From an optimization exercise on the open Yosys and OpenROAD flow, aimed at small area, a short achievable clock period and few clock cycles per item; shortcuts taken in it are not production practice. Only simulation tests tie the RTL to the original design; equivalence was not proved.

**flow/config.mk**
```make
export PLATFORM = sky130hd
export DESIGN_NAME = riscv_muldiv_unit
export DESIGN_NICKNAME = riscv_muldiv_unit
export VERILOG_FILES = /design/flow/design.v
export SDC_FILE = /design/flow/constraint.sdc
export NUM_CORES = 4
export LEC_CHECK = 0
export CAP_MARGIN = 20
export CORE_MARGIN = 2
export CORE_UTILIZATION = 40
export SLEW_MARGIN = 20
```
**flow/constraint.sdc**
```tcl
create_clock -name core_clock -period 11.0 [get_ports {clk}]
set_input_delay 2.2000 -clock core_clock [delete_from_list [all_inputs] [get_ports {clk}]]
set_output_delay 2.2000 -clock core_clock [all_outputs]
set_load 0.01 [all_outputs]
```
**flow/design.v**
```verilog
module riscv_muldiv_unit #(
    parameter int XLEN = 32
) (
    input  logic            clk,
    input  logic            rst,
    input  logic            start_i,
    input  logic [2:0]      op_i,
    input  logic [XLEN-1:0] a_i,
    input  logic [XLEN-1:0] b_i,
    input  logic            kill_i,
    output logic            freeze_pipe,
    output logic            busy_o,
    output logic            done_o,
    output logic [XLEN-1:0] result_o,
    output logic            div_zero_o
);
    localparam int K    = 8;             
    localparam int ND   = 32 / K;        
    localparam int TW   = $clog2(ND);    
    typedef enum logic [2:0] {
        S_IDLE = 3'd0,
        S_MUL  = 3'd1,
        S_PREP = 3'd2,
        S_DIV  = 3'd3,
        S_DONE = 3'd4
    } state_t;
    state_t state;
    logic [1:0]  op_q;       
    logic [32:0] xr;         
    logic [31:0] br;         
    logic        bneg;       
    logic        first;      
    logic [63:0] pr;         
    logic [3:0]  cnt;        
    logic        sa_q;       
    logic        sb_q;       
    logic        dz_q;       
    logic [31:0] res_q;      
    logic        neg_q;      
    logic accept;
    assign accept = (state == S_IDLE) & start_i & ~kill_i;
    logic is_div, div_sgn, mul_sga, mul_sgb;
    assign is_div  = op_i[2];
    assign div_sgn = op_i[2] & ~op_i[0];
    assign mul_sga = ~op_i[2] & (op_i[1:0] != 2'd3);
    assign mul_sgb = ~op_i[2] & ~op_i[1];
    function automatic logic [TW-1:0] top_digit(input logic [31:0] v, input logic sg);
        logic [31:0]   w;
        logic [TW-1:0] t;
        w = (sg & v[31]) ? ~v : v;
        t = '0;
        for (int i = 1; i < ND; i++) begin
            if (w[i*K +: K] != '0) t = TW'(i);
        end
        top_digit = t;
    endfunction
    logic [TW-1:0] ta, tb;
    logic          swap;
    assign ta   = top_digit(a_i, mul_sga);
    assign tb   = top_digit(b_i, mul_sgb);
    assign swap = ta < tb;
    logic [31:0] a_abs, b_abs;
    logic        a_neg, b_neg;
    assign a_neg = div_sgn & a_i[31];
    assign b_neg = div_sgn & b_i[31];
    assign a_abs = a_neg ? -a_i : a_i;
    assign b_abs = b_neg ? -b_i : b_i;
    logic [K-1:0]   dig;
    logic [K+31:0]  mlo;
    logic [63:0]    mcor;
    logic [63:0]    pr_mul;
    assign dig    = br[cnt[TW-1:0] * K +: K];
    assign mlo    = xr[31:0] * dig;
    assign mcor   = xr[32] ? {{(32-K){1'b0}}, dig, 32'd0} : 64'd0;
    assign pr_mul = {pr[63-K:0], {K{1'b0}}} + {{(32-K){1'b0}}, mlo}
                  - mcor + {{(63-K){1'b0}}, first & bneg, {K{1'b0}}};
    function automatic logic [5:0] lzc32(input logic [31:0] v);
        logic [5:0] n;
        n = 6'd32;
        for (int i = 0; i < 32; i++) begin
            if (v[i]) n = 6'(31 - i);
        end
        lzc32 = n;
    endfunction
    logic [5:0]  lza, lzb;
    logic [6:0]  sdiff;
    logic        b_zero, q_zero;
    logic [4:0]  sh;
    logic [32:0] d_al;
    assign lza    = lzc32(pr[63:32]);
    assign lzb    = lzc32(xr[31:0]);
    assign sdiff  = {1'b0, lzb} - {1'b0, lza};
    assign b_zero = (xr[31:0] == 32'd0);
    assign q_zero = sdiff[6];                    
    assign sh     = sdiff[4:0] | 5'd1;
    assign d_al   = {1'b0, xr[31:0]} << sh;
    logic [33:0] df1, df2;
    logic        ge1, ge2;
    logic [31:0] r1, r2;
    logic [31:0] q2;
    assign df1 = {2'b0, pr[63:32]} - {1'b0, xr};
    assign ge1 = ~df1[33];
    assign r1  = ge1 ? df1[31:0] : pr[63:32];
    assign df2 = {2'b0, r1} - {2'b0, xr[32:1]};
    assign ge2 = ~df2[33];
    assign r2  = ge2 ? df2[31:0] : r1;
    assign q2  = {pr[29:0], ge1, ge2};
    assign busy_o      = (state != S_IDLE);
    assign done_o      = (state == S_DONE) & ~kill_i;
    assign div_zero_o  = (state == S_DONE) & dz_q & ~kill_i;
    assign freeze_pipe = busy_o ? (state != S_DONE) : (start_i & ~kill_i);
    assign result_o    = neg_q ? -res_q : res_q;
    always_ff @(posedge clk or negedge rst) begin
        if (!rst) begin
            state <= S_IDLE;
            res_q <= '0;
            neg_q <= 1'b0;
        end else begin
            unique case (state)
                S_IDLE: begin
                    if (accept) state <= is_div ? S_PREP : S_MUL;
                end
                S_MUL: begin
                    if (kill_i) begin
                        state <= S_IDLE;
                    end else if (cnt[TW-1:0] == '0) begin
                        res_q <= (op_q == 2'd0) ? pr_mul[31:0] : pr_mul[63:32];
                        neg_q <= 1'b0;
                        state <= S_DONE;
                    end
                end
                S_PREP: begin
                    if (kill_i) begin
                        state <= S_IDLE;
                    end else if (b_zero | q_zero) begin
                        res_q <= op_q[1] ? pr[63:32] : {32{b_zero}};
                        neg_q <= op_q[1] & sa_q;
                        state <= S_DONE;
                    end else begin
                        state <= S_DIV;
                    end
                end
                S_DIV: begin
                    if (kill_i) begin
                        state <= S_IDLE;
                    end else if (cnt == 4'd0) begin
                        res_q <= op_q[1] ? r2 : q2;
                        neg_q <= op_q[1] ? sa_q : (sa_q ^ sb_q);
                        state <= S_DONE;
                    end
                end
                S_DONE: begin
                    state <= S_IDLE;
                end
                default: begin
                    state <= S_IDLE;
                end
            endcase
        end
    end
    always_ff @(posedge clk) begin
        unique case (state)
            S_IDLE: begin
                if (accept) begin
                    op_q  <= op_i[1:0];
                    sa_q  <= a_neg;
                    sb_q  <= b_neg;
                    dz_q  <= is_div & (b_i == 32'd0);
                    first <= 1'b1;
                    if (is_div) begin
                        xr         <= {1'b0, b_abs};
                        pr         <= {a_abs, 32'd0};
                    end else if (swap) begin
                        xr         <= {mul_sgb & b_i[31], b_i};
                        br         <= a_i;
                        bneg       <= mul_sga & a_i[31];
                        cnt        <= {{(4-TW){1'b0}}, ta};
                        pr         <= (mul_sga & a_i[31]) ? ~{{31{mul_sgb & b_i[31]}}, mul_sgb & b_i[31], b_i} : 64'd0;
                    end else begin
                        xr         <= {mul_sga & a_i[31], a_i};
                        br         <= b_i;
                        bneg       <= mul_sgb & b_i[31];
                        cnt        <= {{(4-TW){1'b0}}, tb};
                        pr         <= (mul_sgb & b_i[31]) ? ~{{31{mul_sga & a_i[31]}}, mul_sga & a_i[31], a_i} : 64'd0;
                    end
                end
            end
            S_MUL: begin
                pr    <= pr_mul;
                cnt   <= cnt - 4'd1;
                first <= 1'b0;
            end
            S_PREP: begin
                xr  <= d_al;
                cnt <= sdiff[4:1];
            end
            S_DIV: begin
                pr  <= {r2, q2};
                xr  <= {2'b0, xr[32:2]};
                cnt <= cnt - 4'd1;
            end
            default: ;
        endcase
    end
endmodule
```
**flow/run.sh**
```bash
#!/bin/bash
# synth_recipe.tcl (not shown) runs the flow's synth.tcl, then flattens the netlist and writes it again
# the make line also repeats each setting of config.mk as NAME=value (left out here)
make -C /OpenROAD-flow-scripts/flow DESIGN_CONFIG=/design/flow/config.mk WORK_HOME=/design/flow/orfs CLKGATE_MAP_FILE= SYNTH_SCRIPT=/design/flow/synth_recipe.tcl finish
```
==> summary.txt <==
Num CTS Buffers: 17
initial DRC count: 3884
Mapped Area: 30000 um2
clock tree root buffer cell: clkbuf_16
drt wl/cell: 28.0 um
fraction of the mapped netlist area in compound gates: 0.215
largest family of logic cells by synthesized area: adder cells
Bufs on Longest Clock Path: 2
measured slew at the worst slew-check pin: 1.11 ns
Critical Path Start: cnt[0]
cell count after synthesis: 3676
I/O pin total: 107
# port buffers: 106
Placer Congestion: 1.08
final critical-path required period: 9.00 ns
Die Height: 278 um
sequential-to-total area share from yosys stat: 0.170
detailed-route via count: 29460
std cell rows: 100
core box area: 74400 um2
Critical Path End Type: flip-flop
most common cell in the synthesized netlist: nand2_1
Pre-antenna DRT Iters: 6
RR Endpoint: pr[61]
Worst R2R Setup Slack: 2.00 ns
Worst Setup EP: pr[61]
Initial Util: 0.404
Worst setup SP type: flip-flop
FILL cells: 7440
first-pass GRT wire length: 188000 um
Clk Latency, worst-skew pair: 0.52 ns
unrepaired setup endpoints after global routing: false
layout cells sized above 1: 0.0607
async set or reset register ratio after synthesis: 0.205
Adder-Cell Fraction of Synth Area: 0.250
critical path cell sequence: mux4_2 -> and2_1 -> fa_1 -> inv_1 -> fa_1 -> fa_1 -> fa_1 -> inv_1 -> fa_1 -> ha_1 -> nand3_1 -> nor4b_1 -> o41ai_1 -> buf_4 -> a21o_1 -> o21ai_2 -> a41oi_1 -> o31ai_1 -> a21oi_1 -> or4b_1 -> o211ai_1 -> a211oi_1
# DRC: 0
EDFF count, synth: 140
Post-CTS Hold Buffers: 0
f_max: 111 MHz
vias per cell: 6.39
Tcrit/Tclk final: 0.818
status: finished clean
Area contributors post-synth: fa_1, edfxtp_1, ha_1
r2r startpoint: cnt[0]
Slew Limit Fails: 0
cell taking the most area after synthesis: fa_1
clock sinks: 176
Setup TNS: 0 ns
Final ANT Viol Nets: 0
gr usage total: 0.329
Setup Fix Bufs, Post-CTS: 0
top cell type's share of synthesized area: 0.152
Synth warnings: 1
Worst-path clk slew: 0.10 ns
clock skew: 0.0221 ns
Syn Nets: 4210
post-synthesis mux area share: 0.0624
CP Class: flip-flop to flip-flop
post-synthesis xor/xnor area fraction: 0.0560
top post-synthesis cells by count: nand2_1, inv_1, a21oi_1
Crit Path Max Fanout: 33
Post-DP HPWL: 102000 um
Critical Path RT: 11.23 ns
grt ovf: 0
TritonCTS clock tree: built
Nets: 4161
most frequent CP cell: fa_1
final WL: 129000 um
H-tree Lvls: 4
crit path DAT: 9.23 ns
die width: 278 um
final std cells w/o fill: 4611
simple-gate share of the synthesized area: 0.174
Final Hold Fails: 0
Final setup viols: 0
initial antenna violation count: 6
vias in the first global route: 27803
hold path cells: 2
Synth Flop Type: edfxtp_1
Max stage delay on crit path: 0.93 ns
Seq cells post-synth: 176
Synth Area per Inst: 8.17 um2
HP Class: flip-flop to flip-flop
placed cells: 4577
largest net degree at the start of global routing: 107
FF-to-FF path depth: 22
synth-to-layout area growth: 8.40%
Relative slew margins: 0.253
Die ar.: 77300 um2
post-synth cell types: 94
Max Cap Violations: 0
CP max-delay cell: mux4_2
post_cts resized: 0
## state kept, by name (all words and copies together), names as in the netlist
register and count:
pr 64, sb_q 1, neg_q 1, dz_q 1, first 1, cnt 4
res_q 32, xr 33, state 3, br 32, op_q 2, sa_q 1
bneg 1
## kinds of logic after synthesis
family,Yosys count
muxes,160
AOI/OAI and AO/OA,1008
xor gates and xnor gates,192
buffers and inverters,570
and+or+nand+nor,1107
adders and majority gates,463
DFF,176
## worst min path at each step
| stage | from | end | slack [ns] |
|---|---|---|---|
| floorplan | res_q[5] | res_q[5] | 0.50 |
| global placement | res_q[8] | res_q[8] | 0.55 |
| detailed placement | res_q[14] | res_q[14] | 0.56 |
| CTS | res_q[14] | res_q[14] | 0.58 |
| global route | res_q[9] | res_q[9] | 0.62 |
| finish | res_q[14] | res_q[14] | 0.58 |
## per-stage QoR
stage | area (um2) | hold slack, ns | utilization | setup WS [ns]
floorplan | 30000 | 0.498 | - | 3.64
global placement | 31900 | 0.555 | 0.429 | 2.17
detailed placement | 31900 | 0.563 | 0.429 | 2.15
CTS | 32600 | 0.583 | 0.437 | 2.12
global route | 32600 | 0.624 | 0.437 | 1.71
finish | 32600 | 0.578 | 0.438 | 2.00
## critical path, delay by kind of cell (launching register included)
kind,cells,cell delay (ns)
buffers and inverters,3,0.30
adder cells (fa/ha/maj),6,2.89
flip-flops,1,0.79
AND/OR/NAND/NOR,4,1.42
multiplexers,1,0.93
AO/OA/AOI/OAI,8,2.34
## area by class of cell
| cell class | instances | area (um2) | share of cell area |
|---|---|---|---|
| sequential | 176 | 5110 | 0.157 |
| antenna | 2 | 5.00 | 0.000154 |
| timing repair buffer | 168 | 1520 | 0.0467 |
| multi-input combinational | 2930 | 22800 | 0.701 |
| clock buffer | 17 | 425 | 0.0131 |
| tap | 969 | 1210 | 0.0372 |
| inverter | 334 | 1250 | 0.0385 |
| clock inverter | 15 | 214 | 0.00657 |
## layout by cell type (no fill, tap or decap), drive strengths merged, types with 26 or more instances in the layout
| cell type | instances |
|---|---|
| nand2 | 416 |
| inv | 340 |
| a21oi | 296 |
| nor2 | 244 |
| ha | 235 |
| fa | 228 |
| o21ai | 222 |
| edfxtp | 140 |
| xnor2 | 124 |
| and2 | 119 |
| clkdlybuf4s50 | 104 |
| mux2i | 87 |
| a211oi | 80 |
| xor2 | 68 |
| nor3 | 66 |
| buf | 64 |
| mux2 | 60 |
| a21o | 48 |
| o22ai | 46 |
| nand3 | 42 |
| a31oi | 40 |
| o31ai | 39 |
| dfrtp | 36 |
| nor2b | 33 |
| nor4 | 32 |
| o21a | 30 |
| or3 | 29 |
| nand2b | 28 |
| o211ai | 27 |
| and3 | 26 |
## metal layers
layer	wire length, um	share of wire	vias up	GRT usage
met5	58	0.00045	-	0
met4	9670	0.075	4	0.201
met3	14000	0.11	392	0.0807
met2	53700	0.42	1846	0.480
met1	51600	0.40	14322	0.440
li1	-	-	12896	-
Testbench counts, summed over its fixed seeds: cycles 14,860, ops 3,200.

## static timing again, ports no longer ideal
Ports are ideal in the flow. The routed layout listed here was re-timed in OpenROAD. Step 1 (the two cells are an assumption about what drives the block):
set clk [get_ports {clk}]
set_driving_cell -lib_cell sky130_fd_sc_hd__clkbuf_16 $clk
set_driving_cell -lib_cell sky130_fd_sc_hd__buf_2 [delete_from_list [all_inputs] $clk]
Step 2 adds t to the input delays and takes it off the output delays; t is the mean of the earliest and latest rising clock arrival at the registers after step 1. Input paths then give back, and output paths get back, about the clock's delay inside the block. Three values: no drivers, after step 1, after step 2; two values: the first two.
shift t [ns]: 0.573
setup WS [ns]: 1.997 / 1.997 / 1.997
worst setup path at the end: register to register
After both steps setup and hold are still met in this run. For this run, drivers alone change the setup slack by 0.000 ns; drivers and shift together by 0.000 ns.
